From an optimization exercise on the open Yosys and OpenROAD flow, aimed at small area, a short achievable clock period and few clock cycles per item; shortcuts taken in it are not production practice. Function was not checked in any run shown here: the RTL went through the layout flow alone. No activity file was given, so power comes from the tool's default toggle rates.

`design/flow/constraint.sdc`:
```
create_clock -name core_clock -period 12.0 [get_ports {clk}]
set_input_delay 2.4000 -clock core_clock [delete_from_list [all_inputs] [get_ports {clk}]]
set_output_delay 2.4000 -clock core_clock [all_outputs]
set_load 0.01 [all_outputs]
```
`design/flow/design.v`:
```
package tea_pkg;
    typedef logic [31:0] word_t;
    localparam word_t tea_delta = 32'h9e3779b9;
    function automatic logic [1023:0] sum_table();
        logic [1023:0] t;
        word_t s;
        s = '0;
        for (int j = 0; j < 32; j++) begin
            s = s + tea_delta;
            t[j*32 +: 32] = s;
        end
        sum_table = t;
    endfunction
    localparam logic [1023:0] sum_tab = sum_table();
endpackage
`timescale 1ns/1ps
module crypt_machine #(
    parameter int data_in_w = 32,
    parameter int rounds    = 32
) (
    input  logic                  clk,
    input  logic                  resetn,
    input  logic [data_in_w-1:0]  data_in,
    input  logic                  go,
    input  logic                  decrypt,
    output logic                  done,
    output tea_pkg::word_t        display
);
    typedef enum logic [2:0] {
        st_load,       
        st_load_rel,   
        st_wait_op,    
        st_run,        
        st_wait_dec,   
        st_wait_clr,   
        st_clr_rel     
    } state_t;
    state_t          state;
    logic [2:0]      widx;
    logic            dec;        
    logic [6:0]      t;          
    logic            m;          
    logic            ksel;       
    logic [4:0]      sidx;       
    tea_pkg::word_t  p, q, k0, k1, k2, k3;
    tea_pkg::word_t  ta, tb, tc;
    logic start_enc, start_dec, start;
    assign start_enc = (state == st_wait_op) && go;
    assign start_dec = ((state == st_wait_op) && !go && decrypt) ||
                       ((state == st_wait_dec) && decrypt);
    assign start     = start_enc || start_dec;
    logic running, last;
    assign running = (state == st_run) && !done;
    assign last    = running && t[6];
    tea_pkg::word_t f, g, nw;
    logic           cin, ovf, c5;
    assign f   = ta ^ tb ^ tc;
    assign g   = m ? (f ^ {32{dec}}) : '0;
    assign cin = m && dec;
    assign {ovf, nw} = {1'b0, p} + {1'b0, g} + {32'd0, cin};
    logic [5:0] lo5;
    assign lo5 = {1'b0, p[4:0]} + {1'b0, g[4:0]} + {5'd0, cin};
    assign c5  = lo5[5];
    tea_pkg::word_t ka, kb, s;
    assign ka = ksel ? k2 : k0;
    assign kb = ksel ? k3 : k1;
    assign s  = tea_pkg::sum_tab[sidx*32 +: 32];
    logic [27:0] a_x, a_y, a_z, a_s, a_c;
    assign a_x = p[27:0];
    assign a_y = g[27:0];
    assign a_z = ka[31:4];
    assign a_s = a_x ^ a_y ^ a_z;
    assign a_c = (a_x & a_y) | (a_x & a_z) | (a_y & a_z);
    logic [27:0] a_hi;
    assign a_hi = a_s + {a_c[26:0], cin};
    tea_pkg::word_t b_s, b_c, b_nx;
    assign b_s  = p ^ g ^ s;
    assign b_c  = (p & g) | (p & s) | (g & s);
    assign b_nx = b_s + {b_c[30:0], cin};
    logic [26:0] c_x, c_y, c_z, c_s, c_c, c_lo;
    logic        c_co, c27;
    assign c_x = p[31:5];
    assign c_y = g[31:5];
    assign c_z = kb[26:0];
    assign c_s = c_x ^ c_y ^ c_z;
    assign c_c = (c_x & c_y) | (c_x & c_z) | (c_y & c_z);
    assign {c_co, c_lo} = {1'b0, c_s} + {1'b0, c_c[25:0], c5};
    assign c27 = ovf ? (c_c[26] && c_co) : (c_c[26] || c_co);
    always_ff @(posedge clk) begin
        ta <= {a_hi, ka[3:0]};
        tb <= b_nx;
        tc <= {kb[31:27] + {4'd0, c27}, c_lo};
    end
    logic load_q, load_p;
    assign load_q = (state == st_load) && (widx <= 3'd1);
    assign load_p = (state == st_load_rel) && (widx == 3'd0);
    always_ff @(posedge clk) begin
        if (load_q || running || start) begin
            q <= load_q ? data_in : nw;
        end
        if (load_p || running || start) begin
            p <= q;
        end
        if (state == st_load) begin
            case (widx)
                3'd2: k0 <= data_in;
                3'd3: k1 <= data_in;
                3'd4: k2 <= data_in;
                3'd5: k3 <= data_in;
                default: ;
            endcase
        end
    end
    always_ff @(posedge clk) begin
        if (!resetn) begin
            state <= st_load;
            widx  <= '0;
            done  <= 1'b0;
        end else begin
            done <= last;
            case (state)
                st_load:     if (go) state <= st_load_rel;
                st_load_rel: if (!go) begin
                                 if (widx == 3'd5) begin
                                     state <= st_wait_op;
                                 end else begin
                                     state <= st_load;
                                 end
                                 widx <= widx + 3'd1;
                             end
                st_wait_op:  if (go || decrypt) state <= st_run;
                st_run:      if (done) state <= dec ? st_wait_clr : st_wait_dec;
                st_wait_dec: if (decrypt) state <= st_run;
                             else if (go) state <= st_clr_rel;
                st_wait_clr: if (go) state <= st_clr_rel;
                st_clr_rel:  if (!go) begin
                                 state <= st_load;
                                 widx  <= '0;
                             end
                default:     state <= st_load;
            endcase
        end
    end
    always_ff @(posedge clk) begin
        if (start) begin
            t    <= '0;
            dec  <= start_dec;
            m    <= start_dec;
            ksel <= 1'b0;
            sidx <= start_dec ? 5'd31 : 5'd0;
        end else if (running) begin
            t    <= t + 7'd1;
            m    <= !dec || (t[5:0] != 6'd63);
            ksel <= !ksel;
            if (ksel ^ dec) begin
                sidx <= dec ? sidx - 5'd1 : sidx + 5'd1;
            end
        end else begin
            m    <= 1'b0;
            ksel <= 1'b1;
            sidx <= 5'd31;
        end
    end
    always_ff @(posedge clk) begin
        if (!resetn || (state == st_clr_rel)) begin
            display <= '0;
        end else if (last) begin
            display <= {nw[15:0], q[15:0]};
        end
    end
endmodule
```
`design/flow/run.sh`:
```
#!/bin/bash
# synth_recipe.tcl (not shown) runs the flow's synth.tcl, then flattens the netlist and writes it again
# the make line also repeats each setting of config.mk as NAME=value (left out here)
make -C /OpenROAD-flow-scripts/flow DESIGN_CONFIG=/design/flow/config.mk WORK_HOME=/design/flow/orfs CLKGATE_MAP_FILE= SYNTH_SCRIPT=/design/flow/synth_recipe.tcl finish
```
`design/flow/config.mk`:
```
export PLATFORM = sky130hd
export DESIGN_NAME = crypt_machine
export DESIGN_NICKNAME = crypt_machine
export VERILOG_FILES = /design/flow/design.v
export SDC_FILE = /design/flow/constraint.sdc
export NUM_CORES = 4
export LEC_CHECK = 0
export CAP_MARGIN = 20
export CORE_MARGIN = 2
export CORE_UTILIZATION = 40
export SETUP_SLACK_MARGIN = 5
export SLEW_MARGIN = 20
```
==> results of run 1 <==
==> final cells by class <==
| type | count | area share, % |
|---|---|---|
| repair buffers | 82 | 3.29 |
| well taps | 688 | 3.60 |
| flip-flops and latches | 342 | 37.0 |
| clock buffers | 54 | 4.49 |
| multi-input cells | 1509 | 48.5 |
| inverters | 164 | 2.58 |
| clock inverters | 14 | 0.524 |
==> how the worst max path moves through the flow <==
stage,from,to,slack [ps],cells past startpoint
2_1_floorplan,dec,tc[31],6780,25
3_3_place_gp,ksel,tc[31],6300,17
3_5_place_dp,ksel,tc[31],6290,17
4_1_cts,ksel,tc[31],6290,17
5_1_grt,dec,tc[31],5820,23
6_report,dec,tc[31],6320,23
==> per-stage QoR <==
step	total power [mW]	worst slack [ps]	hold WS [ps]	cells
floorplan	2.26	6780	400	2092
global placement	2.48	6300	401	2785
detailed placement	2.49	6290	405	2785
CTS	3.65	6290	390	2853
global route	3.82	5820	410	2853
finish	3.63	6320	392	2853
==> power by group <==
group | total (mW) | switching (mW) | internal (mW)
Sequential | 1.57 | 0.118 | 1.45
Combinational | 0.919 | 0.513 | 0.407
Clock | 1.15 | 0.480 | 0.665
==> cells in the mapped netlist (7+ instances only) <==
master | n | area (sq um)
edfxtp_1 | 198 | 5950
dfxtp_1 | 144 | 2880
and2_1 | 15 | 93.8
clkbuf_1 | 52 | 195
o21bai_1 | 14 | 105
nand2b_1 | 16 | 100
o21ai_0 | 78 | 390
xor2_1 | 74 | 648
nor2b_1 | 29 | 181
and3_1 | 17 | 106
fa_1 | 91 | 1820
nor2_1 | 115 | 432
inv_1 | 163 | 612
xnor2_1 | 140 | 1230
nand4_1 | 12 | 75.1
o31ai_1 | 7 | 52.6
o211ai_1 | 11 | 82.6
a21oi_1 | 180 | 901
a31oi_1 | 17 | 106
o21ai_1 | 17 | 85.1
nor3_1 | 15 | 75.1
mux2_2 | 59 | 664
buf_1 | 18 | 67.6
a211oi_1 | 26 | 195
mux2i_1 | 9 | 90.1
o21a_1 | 17 | 128
nand3_1 | 39 | 195
nand2_1 | 228 | 856
ha_1 | 141 | 1760
a21o_1 | 50 | 375
==> logic make-up (layout without fill, tap and decap cells) <==
logic type               after synthesis  in the layout  synth area share (%)
AND/OR/NAND/NOR                      511            511                  10.8
AO/OA/AOI/OAI                        482            482                  14.2
flip-flops                           342            342                  41.4
buffers and inverters                241            314                  4.33
adder cells (fa/ha/maj)              233            233                  16.9
XOR/XNOR                             214            214                  8.79
multiplexers                          69             69                  3.64
==> placed cells by master (no fill, tap or decap), drive strengths merged, types with 12 or more instances in the layout <==
cell type,netlist,layout
a211oi,27,27
a21o,51,51
a21oi,181,181
a31oi,18,18
and2,15,15
and3,17,17
buf,25,14
clkbuf,52,54
clkdlybuf4s50,0,68
dfxtp,144,144
edfxtp,198,198
fa,91,91
ha,141,141
inv,163,164
mux2,59,59
nand2,228,228
nand2b,16,16
nand3,39,39
nand4,12,12
nor2,116,116
nor2b,29,29
nor3,15,15
o21a,17,17
o21ai,97,97
o21bai,14,14
xnor2,140,140
xor2,74,74
==> worst max-delay path, cell delays in order, from the launching register on <==
cell and delay, ps:
edfxtp_1 390, buf_4 620, xnor2_1 200, xnor2_1 180
nand2_1 140, fa_1 460, nor2b_1 160, o31a_1 180
o21ai_0 90, nand2b_1 130, ha_1 220, a211oi_1 120
or4b_1 570, a31oi_1 260, o21ai_1 150, a221oi_2 420
a22o_1 270, a211o_1 160, maj3_1 210, ha_1 180
ha_1 180, nand2_1 50, nor2_1 110, xnor2_1 80
==> per-layer routing <==
metal	up-vias	GRT usage, %	share of wire [%]
li1	7393	-	-
met5	-	0	0
met3	84	1.99	4.9
met2	438	31.6	45
met4	0	5.41	2.4
met1	7549	28.7	48
==> results.py, run 1 <==
metrics = {
    "global_routing": {
        "antenna_found_initial": 0,
        "track_usage_pct": 19.8,
        "grt_pass1_vias": 15400,
        "overflow": 0,
        "grt_pass1_wl_mm": 86.7,
        "grt_max_degree": 63,
    },
    "worst_setup_path": {
        "critPathCaptureType": "register",
        "rr_endpoint": "tc[31]",
        "critPathMaxFanout": 39,
        "r2r-start": "dec",
        "setup.worst_path.class": "reg -> reg",
        "crit_required_ps": 12420,
        "cp.arrival_ps": 6090,
        "reg2reg_depth": 23,
        "start_kind": "register",
        "rrSetupSlack_ps": 6320,
    },
    "timing": {
        "fin_crit_sh_pct": 47.3,
        "fin_setup_tns_ps": 0,
        "fmax_ghz": 0.176,
        "setup_viol": 0,
        "rsz0062_at_grt": "false",
        "slew-limit-headroom_pct": 27.2,
        "period_minus_slack_ps": 5680,
        "worstMarginPinSlew_ps": 1090,
        "hold_viol_final": 0,
        "fin_skew_ps": 27.0,
        "maxSlewViolCount": 0,
    },
    "routing": {
        "num_vias": 15500,
        "drtAntennaViolNets": 0,
        "totalWireLength_mm": 55.4,
        "first_pass_iters": 6,
        "drc": 0,
        "wire_per_inst_microns": 19.4,
        "viasPerCell": 5.42,
        "drtIter0Drc": 1055,
    },
    "clock_network": {
        "cts_setup_buffers": 0,
        "cts-resized-gates": 0,
        "hold_buffers": 0,
        "cts_made_buffers": 37,
        "cts-root-buf": "clkbuf_16",
        "cts_htree_levels": 2,
        "cts_tree": "yes",
        "clockBufferDepth": 3,
        "clkSinkCount": 342,
        "clkTransAtPathRegs_ps": 60,
        "insertion_delay_ps": 540,
    },
    "pwr": {
        "leakagePower_nw": 10.0,
        "peakVddDrop_uv": 104,
        "p_per_area_mw_per_mm2": 152,
    },
    "run_status": {
        "status": "complete, no violations",
    },
    "die": {
        "start_util_pct": 40.5,
        "core_sq_mm": 0.0527,
        "rows": 84,
        "io_pins": 69,
        "die-area_sq_mm": 0.0552,
        "die_x_microns": 235,
        "die_h_microns": 235,
    },
    "min_path": {
        "hold_end": "p[18]",
        "hold_class": "reg -> reg",
        "hold_path_startpoint": "q[18]",
        "worstHoldPathCells": 0,
    },
    "placed_design": {
        "placed_cell_area_sq_mm": 0.0227,
        "gp_congestion": 0.892,
        "io_buffers": 68,
        "dp_hpwl_mm": 42.0,
    },
    "yosys": {
        "synth_seq_cells": 342,
        "netlist_instances": 2092,
        "synth_edf_count": 198,
        "synth_nets": 2360,
        "synthFlopType": "edfxtp_1",
        "post_synth_num_cell_types": 78,
        "async_reset_ff_share_pct": 0,
        "seq_area_frac_synth_pct": 41.4,
        "avgSynthCellArea_sq_um": 10.2,
        "syn_area_sq_mm": 0.0213,
        "ys_warn_count": 1,
    },
    "job": {
        "drv_cap": 0,
    },
    "finish": {
        "nFillCells": 4938,
        "regArea_sq_mm": 0.00883,
        "diodes": 0,
        "syn2layout_area_growth_pct": 12.0,
        "multi_input_area_sq_mm": 0.0116,
        "post-route-util_pct": 45.4,
        "drive_above_1_share_pct": 6.88,
        "fin_area_sq_mm": 0.0239,
        "fin_nets": 2404,
    },
}
==> inputs of run 2 (changes only) <==
==> design/flow/flow/run.sh (new file) <==
#!/bin/bash
set -euo pipefail
export SETUP_SLACK_MARGIN=8.5
bash standard.sh > standard.log 2>&1
==> design/flow/standard.sh (new file) <==
#!/bin/bash
# synth_recipe.tcl (not shown) runs the flow's synth.tcl, then flattens the netlist and writes it again
# the make line also repeats each setting of config.mk as NAME=value (left out here)
make -C /OpenROAD-flow-scripts/flow DESIGN_CONFIG=/design/flow/config.mk WORK_HOME=/design/flow/orfs CLKGATE_MAP_FILE= SYNTH_SCRIPT=/design/flow/synth_recipe.tcl "${@:-finish}"
--- a/design/flow/config.mk
+++ b/design/flow/config.mk
@@ -8,5 +8,4 @@
 export CAP_MARGIN = 20
 export CORE_MARGIN = 2
 export CORE_UTILIZATION = 40
-export SETUP_SLACK_MARGIN = 5
 export SLEW_MARGIN = 20
removed: design/flow/run.sh
==> run 2 against run 1 <==
- still clean on timing, DRC and antenna
- first-iteration DRC count is 2.9% higher
- synthesized cell count stayed put
- sequential power hardly changed
- die area stayed put
- cell count is 6.4% higher
- setup slack better by 850 ps
- non-clock buffer count is 180 higher
- core utilization is 7.4 points higher
- via count is 5.4% higher
- global-route usage is 1.8 points higher
- critical path type unchanged
==> results.py, run 2 <==
metrics = {
    "placed_design": {
        "gp_congestion": 0.881,
        "io_buffers": 68,
        "dp_hpwl_mm": 42.8,
    },
    "timing": {
        "fin_setup_tns_ps": 0,
        "rsz0062_at_grt": "true",
        "hold_viol_final": 0,
        "worstMarginPinSlew_ps": 969,
        "setup_viol": 0,
        "fmax_ghz": 0.207,
        "fin_hold_ws_ps": 415,
        "period_minus_slack_ps": 4820,
        "slew-limit-headroom_pct": 35.2,
        "fin_crit_sh_pct": 40.2,
        "fin_skew_ps": 21.4,
        "maxSlewViolCount": 0,
    },
    "finish": {
        "layout_commonest_cell": "nand2_1",
        "nFillCells": 4535,
        "drive_above_1_share_pct": 29.2,
        "syn2layout_area_growth_pct": 30.3,
        "regArea_sq_mm": 0.00884,
        "fin_nets": 2587,
        "post-route-util_pct": 52.8,
        "final_cell_mix": "nand2_1 (214), edfxtp_1 (198), inv_1 (136), dfxtp_1 (136), a21oi_1 (135)",
        "multi_input_area_sq_mm": 0.0138,
        "diodes": 0,
    },
    "routing": {
        "drtIter0Drc": 1086,
        "first_pass_iters": 5,
        "wire_per_inst_microns": 20.2,
        "drc": 0,
        "totalWireLength_mm": 61.4,
        "num_vias": 16300,
        "drtAntennaViolNets": 0,
        "viasPerCell": 5.37,
    },
    "global_routing": {
        "overflow": 0,
        "grt_max_degree": 63,
        "grt_pass1_vias": 16300,
        "antenna_found_initial": 0,
        "track_usage_pct": 21.6,
        "grt_pass1_wl_mm": 94.1,
    },
    "pwr": {
        "peakVddDrop_uv": 114,
        "leakagePower_nw": 11.7,
        "p_per_area_mw_per_mm2": 143,
    },
    "yosys": {
        "synth_edf_count": 198,
        "ys_warn_count": 1,
        "syn_area_sq_mm": 0.0213,
        "netlist_instances": 2092,
        "synth_top_area_share_pct": 27.9,
        "async_reset_ff_share_pct": 0,
        "yosysTopAreaCell": "edfxtp_1",
        "post_synth_num_cell_types": 78,
        "synth.most_common_cell": "nand2_1",
        "synth_seq_cells": 342,
        "avgSynthCellArea_sq_um": 10.2,
        "synth.area.top_cells": "edfxtp_1 (28%), dfxtp_1 (14%), fa_1 (8.5%)",
        "yosys-top-cells-count": "nand2_1 (228), edfxtp_1 (198), a21oi_1 (180)",
        "seq_area_frac_synth_pct": 41.4,
        "synthFlopType": "edfxtp_1",
        "synth_nets": 2360,
    },
    "clock_network": {
        "cts_tree": "yes",
        "cts-root-buf": "clkbuf_16",
        "clkTransAtPathRegs_ps": 60,
        "insertion_delay_ps": 550,
        "hold_buffers": 0,
        "cts_htree_levels": 2,
        "clockBufferDepth": 3,
        "cts_made_buffers": 38,
        "clkSinkCount": 342,
    },
    "worst_setup_path": {
        "setup.worst_path.class": "reg -> reg",
        "critPathMaxFanout": 6,
        "cp.arrival_ps": 5230,
        "critPathCaptureType": "register",
        "crit_required_ps": 12410,
        "start_kind": "register",
    },
    "run_status": {
        "status": "complete, no violations",
    },
    "die": {
        "die-area_sq_mm": 0.0552,
        "start_util_pct": 40.5,
        "core_sq_mm": 0.0527,
        "die_h_microns": 235,
        "io_pins": 69,
        "die_x_microns": 235,
        "rows": 84,
    },
    "min_path": {
        "hold_class": "reg -> reg",
    },
    "job": {
        "drv_cap": 0,
    },
}
[run 2: cell counts after synthesis]
Identical to the previous run, type by type.
[run 2: path summary, 6_finish.rpt]
path	slack, ps	startpoint	depth (start not counted)	endpoint
setup / recovery	7180	dec	25	q[30]
hold reg to reg	410	q[31]	0	p[31]
hold / removal	410	q[31]	0	p[31]
setup reg to reg	7180	dec	25	q[30]
[run 2: critical path, stage by stage, from the launching register on]
cell	delay (ps)
edfxtp_1	400
buf_6	170
buf_12	160
xnor2_4	130
xnor2_1	120
nand2_1	140
fa_2	270
buf_4	120
inv_2	30
fa_2	340
a21oi_2	180
nand4b_1	240
a211oi_2	100
buf_4	160
or4b_4	550
a31oi_4	230
o41a_4	190
buf_6	100
buf_6	80
buf_6	80
buf_6	80
buf_6	80
buf_6	110
o221ai_4	100
a2111o_1	430
nand3_1	70
[run 2: final cells by class]
| class | instances | share of cell area (%) |
|---|---|---|
| clock inverters | 21 | 0.838 |
| repair buffers | 262 | 8.61 |
| clock buffers | 48 | 3.75 |
| inverters | 164 | 2.29 |
| well taps | 688 | 3.10 |
| multi-input cells | 1511 | 49.6 |
| flip-flops and latches | 342 | 31.8 |
[run 2: repair_timing]
item | CTS | global route
pin swaps | 145 | 112
cloned | 6 | 0
buffers inserted | 140 | 37
resized for setup | 433 | 108
setup endpoints to repair | 245 | 172
[run 2: per-stage QoR]
stage               power, mW  setup slack [ps]  area, sq um  std cells
floorplan                2.31              7520        22000       2092
global placement         2.54              6610        23200       2784
detailed placement       2.55              6600        23200       2784
CTS                      3.90              7300        26900       2999
global route             4.17              7030        27800       3036
finish                   3.98              7180        27800       3036
[run 2: power by group]
part           switching, mW  internal [mW]
logic                  0.634          0.569
registers              0.129           1.45
clock network          0.496          0.708
[run 2: cells by family after synthesis]
| kind of cell | share of synthesized area [%] |
|---|---|
| adders and majority gates | 16.9 |
| muxes | 3.64 |
| buffers and inverters | 4.33 |
| AOI/OAI and AO/OA | 14.2 |
| and+or+nand+nor | 10.8 |
| DFF | 41.4 |
| xor gates and xnor gates | 8.79 |
[run 2: per-layer routing]
metal	share of wire [%]	vias up	GRT usage [%]
met1	46	8039	31.1
met2	47	431	35.0
li1	-	7765	-
met3	5.0	71	2.26
met4	1.9	0	5.16
met5	0	-	0
==> inputs of run 3 (changes only) <==
--- a/design/flow/design.v
+++ b/design/flow/design.v
@@ -12,6 +12,54 @@
         sum_table = t;
     endfunction
     localparam logic [1023:0] sum_tab = sum_table();
+    localparam int add_arch = 0;
+    function automatic logic [32:0] add32(input word_t a, input word_t b, input logic cin);
+        word_t pp, gg, p0, c;
+        int    j;
+        p0 = a ^ b;
+        pp = p0;
+        gg = a & b;
+        gg[0] = gg[0] | (pp[0] & cin);
+        if (add_arch == 0) begin
+            for (int l = 1; l <= 5; l++) begin
+                for (int i = 0; i < 32; i++) begin
+                    if ((i % (1 << l)) == (1 << l) - 1) begin
+                        gg[i] = gg[i] | (pp[i] & gg[i - (1 << (l - 1))]);
+                        pp[i] = pp[i] & pp[i - (1 << (l - 1))];
+                    end
+                end
+            end
+            for (int l = 5; l > 0; l--) begin
+                for (int i = 0; i < 32; i++) begin
+                    if (i >= (1 << l) && (i % (1 << l)) == (1 << (l - 1)) - 1) begin
+                        gg[i] = gg[i] | (pp[i] & gg[i - (1 << (l - 1))]);
+                        pp[i] = pp[i] & pp[i - (1 << (l - 1))];
+                    end
+                end
+            end
+        end else if (add_arch == 1) begin
+            for (int l = 0; l < 5; l++) begin
+                for (int i = 31; i >= 0; i--) begin
+                    if ((i >> l) & 1) begin
+                        j = ((i >> l) << l) - 1;
+                        gg[i] = gg[i] | (pp[i] & gg[j]);
+                        pp[i] = pp[i] & pp[j];
+                    end
+                end
+            end
+        end else begin
+            for (int l = 0; l < 5; l++) begin
+                for (int i = 31; i >= 0; i--) begin
+                    if (i >= (1 << l)) begin
+                        gg[i] = gg[i] | (pp[i] & gg[i - (1 << l)]);
+                        pp[i] = pp[i] & pp[i - (1 << l)];
+                    end
+                end
+            end
+        end
+        c = {gg[30:0], cin};
+        add32 = {gg[31], p0 ^ c};
+    endfunction
 endpackage
 `timescale 1ns/1ps
 module crypt_machine #(
@@ -43,7 +91,7 @@
     logic            ksel;       
     logic [4:0]      sidx;       
     tea_pkg::word_t  p, q, k0, k1, k2, k3;
-    tea_pkg::word_t  ta, tb, tc;
+    tea_pkg::word_t  f;          
     logic start_enc, start_dec, start;
     assign start_enc = (state == st_wait_op) && go;
     assign start_dec = ((state == st_wait_op) && !go && decrypt) ||
@@ -52,12 +100,11 @@
     logic running, last;
     assign running = (state == st_run) && !done;
     assign last    = running && t[6];
-    tea_pkg::word_t f, g, nw;
+    tea_pkg::word_t g, nw;
     logic           cin, ovf, c5;
-    assign f   = ta ^ tb ^ tc;
     assign g   = m ? (f ^ {32{dec}}) : '0;
     assign cin = m && dec;
-    assign {ovf, nw} = {1'b0, p} + {1'b0, g} + {32'd0, cin};
+    assign {ovf, nw} = tea_pkg::add32(p, g, cin);
     logic [5:0] lo5;
     assign lo5 = {1'b0, p[4:0]} + {1'b0, g[4:0]} + {5'd0, cin};
     assign c5  = lo5[5];
@@ -72,11 +119,15 @@
     assign a_s = a_x ^ a_y ^ a_z;
     assign a_c = (a_x & a_y) | (a_x & a_z) | (a_y & a_z);
     logic [27:0] a_hi;
-    assign a_hi = a_s + {a_c[26:0], cin};
+    logic [32:0] a_sum;
+    assign a_sum = tea_pkg::add32({4'd0, a_s}, {4'd0, a_c[26:0], cin}, 1'b0);
+    assign a_hi = a_sum[27:0];
     tea_pkg::word_t b_s, b_c, b_nx;
     assign b_s  = p ^ g ^ s;
     assign b_c  = (p & g) | (p & s) | (g & s);
-    assign b_nx = b_s + {b_c[30:0], cin};
+    logic [32:0] b_sum;
+    assign b_sum = tea_pkg::add32(b_s, {b_c[30:0], cin}, 1'b0);
+    assign b_nx = b_sum[31:0];
     logic [26:0] c_x, c_y, c_z, c_s, c_c, c_lo;
     logic        c_co, c27;
     assign c_x = p[31:5];
@@ -84,12 +135,12 @@
     assign c_z = kb[26:0];
     assign c_s = c_x ^ c_y ^ c_z;
     assign c_c = (c_x & c_y) | (c_x & c_z) | (c_y & c_z);
-    assign {c_co, c_lo} = {1'b0, c_s} + {1'b0, c_c[25:0], c5};
+    logic [32:0] c_sum;
+    assign c_sum = tea_pkg::add32({5'd0, c_s}, {5'd0, c_c[25:0], c5}, 1'b0);
+    assign {c_co, c_lo} = c_sum[27:0];
     assign c27 = ovf ? (c_c[26] && c_co) : (c_c[26] || c_co);
     always_ff @(posedge clk) begin
-        ta <= {a_hi, ka[3:0]};
-        tb <= b_nx;
-        tc <= {kb[31:27] + {4'd0, c27}, c_lo};
+        f <= {a_hi, ka[3:0]} ^ b_nx ^ {kb[31:27] + {4'd0, c27}, c_lo};
     end
     logic load_q, load_p;
     assign load_q = (state == st_load) && (widx <= 3'd1);
==> design/flow/run.sh (new file) <==
#!/bin/bash
# synth_recipe.tcl (not shown) runs the flow's synth.tcl, then flattens the netlist and writes it again
# the make line also repeats each setting of config.mk as NAME=value (left out here)
make -C /OpenROAD-flow-scripts/flow DESIGN_CONFIG=/design/flow/config.mk WORK_HOME=/design/flow/orfs CLKGATE_MAP_FILE= SYNTH_SCRIPT=/design/flow/synth_recipe.tcl finish
--- a/design/flow/config.mk
+++ b/design/flow/config.mk
@@ -8,4 +8,5 @@
 export CAP_MARGIN = 20
 export CORE_MARGIN = 2
 export CORE_UTILIZATION = 40
+export SETUP_SLACK_MARGIN = 5
 export SLEW_MARGIN = 20
removed: design/flow/flow/run.sh
removed: design/flow/standard.sh
==> run 3 against run 2 <==
- power shrank 23%
- critical path depth grew 4
- synthesized cell count fell by 18%
- count of clock-buffer cells in the layout fell by 11
- critical path type unchanged
- largest cell class unchanged
- cell count down 21%
- first-iteration DRC count decreased by 19%
- highest routed layer is now met5
==> results.py, run 3 <==
metrics = {
    "global_routing": {
        "antenna_found_initial": 1,
        "grt_pass1_wl_mm": 72.7,
        "grt_max_degree": 64,
        "track_usage_pct": 19.2,
        "grt_pass1_vias": 12500,
        "overflow": 0,
    },
    "yosys": {
        "async_reset_ff_share_pct": 0,
        "seq_area_frac_synth_pct": 39.9,
        "avgSynthCellArea_sq_um": 11.1,
        "synthFlopType": "edfxtp_1",
        "yosysTopAreaCell": "edfxtp_1",
        "synth_edf_count": 198,
        "synth_seq_cells": 278,
        "netlist_instances": 1706,
        "ys_warn_count": 1,
        "synth.area.top_cells": "edfxtp_1 (31%), fa_1 (16%), ha_1 (8.8%)",
        "syn_area_sq_mm": 0.0189,
        "synth_top_area_share_pct": 31.4,
        "yosys-top-cells-count": "nand2_1 (210), edfxtp_1 (198), inv_1 (164)",
        "synth.most_common_cell": "nand2_1",
        "synth_nets": 2022,
        "post_synth_num_cell_types": 70,
    },
    "worst_setup_path": {
        "cp.arrival_ps": 6840,
        "crit_cells": 29,
        "critPathCaptureType": "register",
        "cpPeakStageDelay_ps": 460,
        "critPathMaxFanout": 40,
        "cp_slowest_cell": "fa_1",
        "setup.worst_path.class": "reg -> reg",
        "crit_required_ps": 12500,
        "reg2reg_depth": 29,
        "start_kind": "register",
        "crit_family": "adder cells",
        "path_buf_inv": 2,
    },
    "timing": {
        "fin_hold_ws_ps": 417,
        "fin_crit_sh_pct": 52.8,
        "fin_skew_ps": 16.2,
        "worstMarginPinSlew_ps": 907,
        "maxSlewViolCount": 0,
        "fin_setup_tns_ps": 0,
        "rsz0062_at_grt": "false",
        "setup_viol": 0,
        "period_minus_slack_ps": 6340,
        "fmax_ghz": 0.158,
        "slew-limit-headroom_pct": 39.4,
        "worst_slack_ps": 5660,
        "hold_viol_final": 0,
    },
    "finish": {
        "diodes": 0,
        "regArea_sq_mm": 0.00755,
        "multi_input_area_sq_mm": 0.0106,
        "syn2layout_area_growth_pct": 13.0,
        "fin_nets": 2080,
        "drive_above_1_share_pct": 8.78,
        "final_cell_mix": "nand2_1 (209), edfxtp_1 (198), inv_1 (164)",
        "layout_commonest_cell": "nand2_1",
        "nFillCells": 4313,
    },
    "placed_design": {
        "io_buffers": 68,
        "dp_slack_ps": 5350,
        "gp_congestion": 0.879,
        "dp_hpwl_mm": 35.7,
    },
    "min_path": {
        "hold_class": "reg -> reg",
        "worstHoldPathCells": 0,
    },
    "run_status": {
        "status": "complete, no violations",
    },
    "pwr": {
        "report.power.total_mw": 3.07,
        "peakVddDrop_uv": 109,
        "p_per_area_mw_per_mm2": 144,
        "leakagePower_nw": 9.06,
    },
    "routing": {
        "num_vias": 12600,
        "drc": 0,
        "wire_per_inst_microns": 19.6,
        "totalWireLength_mm": 47.0,
        "viasPerCell": 5.27,
        "drtIter0Drc": 875,
        "first_pass_iters": 5,
        "drtAntennaViolNets": 0,
    },
    "clock_network": {
        "hold_buffers": 0,
        "insertion_delay_ps": 580,
        "cts_htree_levels": 1,
        "cts-root-buf": "clkbuf_16",
        "clockBufferDepth": 3,
        "cts_made_buffers": 31,
        "clkSinkCount": 278,
        "clkTransAtPathRegs_ps": 60,
        "cts_tree": "yes",
    },
    "job": {
        "drv_cap": 0,
    },
    "die": {
        "die_h_microns": 221,
        "die-area_sq_mm": 0.0490,
        "die_x_microns": 221,
        "core_sq_mm": 0.0467,
        "io_pins": 69,
        "start_util_pct": 40.5,
        "rows": 79,
    },
}
[run 3: cell types whose count changed after synthesis, sizes merged, moves of 15 or more]
cell,before,now
a21oi,181,95
dfxtp,144,80
fa,91,147
nand2,228,210
nand3,39,19
nor2,116,64
o21ai,97,64
xnor2,140,111
xor2,74,59
[run 3: per-stage QoR]
step	instance area, sq um	util, %	std cells
final	21400	45.8	2396
after global routing	21400	45.8	2396
after CTS	21400	45.8	2396
after detailed placement	20300	43.5	2338
after global placement	20300	43.5	2338
after floorplan	18900	-	1706
[run 3: cells by family after synthesis]
kind of cell / Yosys count / synth area share [%]
multiplexers: 70 / 4.09
AND/OR/NAND/NOR: 377 / 8.77
XOR/XNOR: 170 / 7.87
flip-flops: 278 / 39.9
AO/OA/AOI/OAI: 303 / 10.4
adder cells (fa/ha/maj): 280 / 24.4
buffers and inverters: 228 / 4.58
[run 3: path summary, 6_finish.rpt]
check,start,end,slack (ps)
worst max register to register,dec,f[31],5660
worst max-delay path,dec,f[31],5660
worst min register to register,q[21],p[21],420
worst min-delay path,q[21],p[21],420
[run 3: cell type report]
type	instances	share of cell area (%)
Multi-Input combinational cell	1200	49.4
Sequential cell	278	35.3
Timing Repair Buffer	88	3.90
Clock buffer	37	3.73
Tap cell	607	3.55
Inverter	165	2.90
Clock inverter	21	1.26
[run 3: routing by layer]
layer,wire [microns],vias to the layer above,global-route usage (%)
met5,13,-,0
li1,-,5972,-
met2,21600,276,31.0
met3,2400,60,2.16
met1,22100,6322,27.9
met4,922,2,4.38
[run 3: timing repair]
action | in CTS | in global routing
setup buffers | 0 | 0
gates resized for setup | 0 | 2
setup endpoints to repair | 0 | 2
[run 3: worst reg2reg max path, delay by kind of cell (launching register included)]
kind / cells / cell delay [ps]
DFF: 1 / 370
AOI/OAI and AO/OA: 9 / 1740
and+or+nand+nor: 8 / 1060
xor gates and xnor gates: 4 / 720
adders and majority gates: 6 / 1910
buffers and inverters: 2 / 480
[run 3: where the power goes]
part	switching [mW]	internal, mW
logic	0.425	0.382
registers	0.0919	1.18
clock network	0.407	0.588
total	0.923	2.15
==> inputs of run 4 (changes only) <==
--- a/design/flow/design.v
+++ b/design/flow/design.v
@@ -12,7 +12,7 @@
         sum_table = t;
     endfunction
     localparam logic [1023:0] sum_tab = sum_table();
-    localparam int add_arch = 0;
+    localparam int add_arch = 1;
     function automatic logic [32:0] add32(input word_t a, input word_t b, input logic cin);
         word_t pp, gg, p0, c;
         int    j;
==> run 4 against run 3 <==
- sequential power increased by 3%
- die area down 0.39%
- power up 12%
- routed wire length is 1.6% higher
- cell count is 2.1% higher
- global-route usage up 0.31 points
- clock power hardly changed
- setup slack better by 280 ps
- register-to-register slack improved by 280 ps
- combinational power up about 40%
- synthesized cell count up 3.4%
- critical path type unchanged
- critical endpoint unchanged
- largest power group unchanged
==> results.py, run 4 <==
metrics = {
    "placed_design": {
        "dp_hpwl_mm": 35.8,
        "gp_congestion": 0.900,
        "placedCellCount": 2391,
        "io_buffers": 68,
    },
    "yosys": {
        "syn_area_sq_mm": 0.0188,
        "synth_seq_cells": 278,
        "synth_nets": 2043,
        "synth_top_family_by_area": "adder cells",
        "synthAdderAreaFrac_pct": 20.4,
        "synth_top_area_share_pct": 31.6,
        "post_synth_num_cell_types": 69,
        "synthFlopType": "edfxtp_1",
        "yosysTopAreaCell": "edfxtp_1",
        "synth.most_common_cell": "edfxtp_1",
        "netlist_instances": 1764,
        "muxShareOfSynthArea_pct": 4.33,
        "synthSimpleGateAreaFrac_pct": 9.89,
        "synth_edf_count": 198,
        "async_reset_ff_share_pct": 0,
        "synth.area.top_cells": "edfxtp_1 (32%), fa_1 (11%), ha_1 (9.0%)",
        "ys_warn_count": 1,
        "seq_area_frac_synth_pct": 40.1,
        "synth_xor_area_share_pct": 9.17,
        "avgSynthCellArea_sq_um": 10.7,
        "yosys-top-cells-count": "edfxtp_1 (198), nand2_1 (187), inv_1 (176)",
        "synth_compound_area_share_pct": 11.4,
    },
    "clock_network": {
        "insertion_delay_ps": 600,
        "cts-resized-gates": 0,
        "cts_setup_buffers": 0,
        "clkTransAtPathRegs_ps": 70,
        "cts_tree": "yes",
        "clkSinkCount": 278,
        "clockBufferDepth": 3,
        "cts_htree_levels": 1,
        "hold_buffers": 0,
        "cts_made_buffers": 30,
        "cts-root-buf": "clkbuf_16",
    },
    "min_path": {
        "worstHoldPathCells": 0,
        "hold_path_startpoint": "q[21]",
        "hold_end": "p[21]",
        "hold_class": "reg -> reg",
    },
    "pwr": {
        "report.power.total_mw": 3.45,
        "peakVddDrop_uv": 113,
        "p_per_area_mw_per_mm2": 162,
        "leakagePower_nw": 8.98,
    },
    "worst_setup_path": {
        "crit_path_frequent_cell": "ha_1",
        "crit_family": "compound AO/OA/AOI/OAI gates",
        "r2r-start": "dec",
        "cpPeakStageDelay_ps": 570,
        "rr_endpoint": "f[31]",
        "critPathMaxFanout": 38,
        "path_buf_inv": 3,
        "crit_required_ps": 12510,
        "reg2reg_depth": 29,
        "cp.arrival_ps": 6570,
        "critPathCaptureType": "register",
        "start_kind": "register",
        "cp_slowest_cell": "buf_4",
        "rrSetupSlack_ps": 5940,
        "setup.worst_path.class": "reg -> reg",
    },
    "timing": {
        "hold_viol_final": 0,
        "slew-limit-headroom_pct": 27.8,
        "maxSlewViolCount": 0,
        "fmax_ghz": 0.165,
        "period_minus_slack_ps": 6060,
        "worstMarginPinSlew_ps": 1080,
        "rsz0062_at_grt": "false",
        "fin_skew_ps": 23.2,
        "fin_hold_ws_ps": 419,
        "fin_crit_sh_pct": 50.5,
        "fin_setup_tns_ps": 0,
        "setup_viol": 0,
    },
    "routing": {
        "first_pass_iters": 6,
        "drtAntennaViolNets": 0,
        "wire_per_inst_microns": 19.5,
        "num_vias": 12800,
        "viasPerCell": 5.24,
        "drc": 0,
        "totalWireLength_mm": 47.8,
        "drtIter0Drc": 766,
    },
    "die": {
        "start_util_pct": 40.5,
        "io_pins": 69,
        "die_h_microns": 221,
        "die-area_sq_mm": 0.0489,
        "core_sq_mm": 0.0466,
        "die_x_microns": 221,
        "rows": 79,
    },
    "finish": {
        "drive_above_1_share_pct": 8.04,
        "post-route-util_pct": 45.8,
        "layout_commonest_cell": "edfxtp_1",
        "final_cell_mix": "edfxtp_1 (198), nand2_1 (186), inv_1 (176)",
        "fin_nets": 2095,
        "diodes": 0,
        "syn2layout_area_growth_pct": 13.1,
        "stdcell_count": 2447,
    },
    "run_status": {
        "status": "complete, no violations",
    },
    "global_routing": {
        "antenna_found_initial": 1,
        "grt_pass1_vias": 12900,
        "overflow": 0,
        "grt_max_degree": 64,
        "track_usage_pct": 19.5,
        "grt_pass1_wl_mm": 74.9,
    },
    "job": {
        "drv_cap": 0,
    },
}
## run 4: cell types whose count changed in the layout (fill, tap and decap cells not counted), moves of 6 or more
| cell | change |
|---|---|
| inv_1 | +12 |
| fa_1 | -40 |
| nor3_1 | +10 |
| xnor2_1 | +12 |
| nor2_1 | +18 |
| and3_1 | +7 |
| a21oi_1 | +23 |
| clkbuf_8 | +6 |
| nand2_1 | -23 |
## run 4: power breakdown
| group | switching, mW | internal (mW) | total (mW) |
|---|---|---|---|
| logic | 0.594 | 0.537 | 1.13 |
| registers | 0.0948 | 1.21 | 1.31 |
| clock network | 0.404 | 0.613 | 1.02 |
## run 4: kinds of logic after synthesis
| group | Yosys count |
|---|---|
| AO/OA/AOI/OAI | 335 |
| XOR/XNOR | 191 |
| adder cells (fa/ha/maj) | 243 |
| buffers and inverters | 239 |
| flip-flops | 278 |
| multiplexers | 73 |
| AND/OR/NAND/NOR | 405 |
## run 4: worst max-delay path by stage
stage	start	end	slack [ps]	cells past startpoint
after global routing	dec	f[31]	5560	29
after detailed placement	dec	f[31]	6030	29
after CTS	dec	f[31]	5980	29
final	dec	f[31]	5940	29
after global placement	ksel	f[31]	6160	20
after floorplan	dec	f[31]	6390	30
## run 4: area by class of cell
cell class | count | area, sq um
clock buffers | 43 | 902
clock inverters | 13 | 206
fillers | 4343 | 25200
inverters | 176 | 661
multi-input cells | 1247 | 10400
flip-flops and latches | 278 | 7550
well taps | 607 | 759
repair buffers | 83 | 793
## run 4: routing by layer
| layer | up-vias | global-route usage, % | part of all wire, % |
|---|---|---|---|
| met5 | - | 0 | 0 |
| met4 | 0 | 4.42 | 2.4 |
| met3 | 59 | 2.26 | 3.7 |
| met2 | 258 | 32.3 | 47 |
| met1 | 6288 | 27.5 | 47 |
| li1 | 6220 | - | - |
## run 4: worst reg2reg max path: cells and delay by family, from the launching register on
family                     cells  cell delay [ps]
AOI/OAI and AO/OA             10             1910
DFF                            1              420
xor gates and xnor gates       4              630
adders and majority gates      5             1100
and+or+nand+nor                7             1120
buffers and inverters          3              790
## run 4: metrics by stage
stage	area, sq um	setup WS, ps
5_1_grt	21300	5560
4_1_cts	21300	5980
3_3_place_gp	20200	6160
3_5_place_dp	20200	6030
6_report	21300	5940
2_1_floorplan	18800	6390

==> what the ideal ports hide <==
How much do the figures lean on ideal ports? The routed layouts below were timed once more, with nothing changed but the port constraints. Step 1, drivers: a clkbuf_16 drives clk and a buf_2 each remaining input, both assumed. Step 2 adds t to the input delays and takes it off the output delays; t is the mean of the earliest and latest rising clock arrival at the registers after step 1. Input paths then give back, and output paths get back, about the clock's delay inside the block. a / b / c = no drivers / after step 1 / after step 2; a / b = the first two.
run | t (ns) | setup slack, ns | slew at the worst register clock pin (ns) | pins driven straight from the clock port
run 1 | 0.577 | 6.322 / 6.322 / 6.322 | 0.07 / 0.07 | 1
run 2 | 0.594 | 7.177 / 7.177 / 7.177 | 0.07 / 0.07 | 1
run 3 | 0.620 | 5.661 / 5.661 / 5.661 | 0.07 / 0.07 | 1
run 4 | 0.641 | 5.943 / 5.943 / 5.943 | 0.08 / 0.08 | 1
After both steps setup and hold are still met in every run listed.
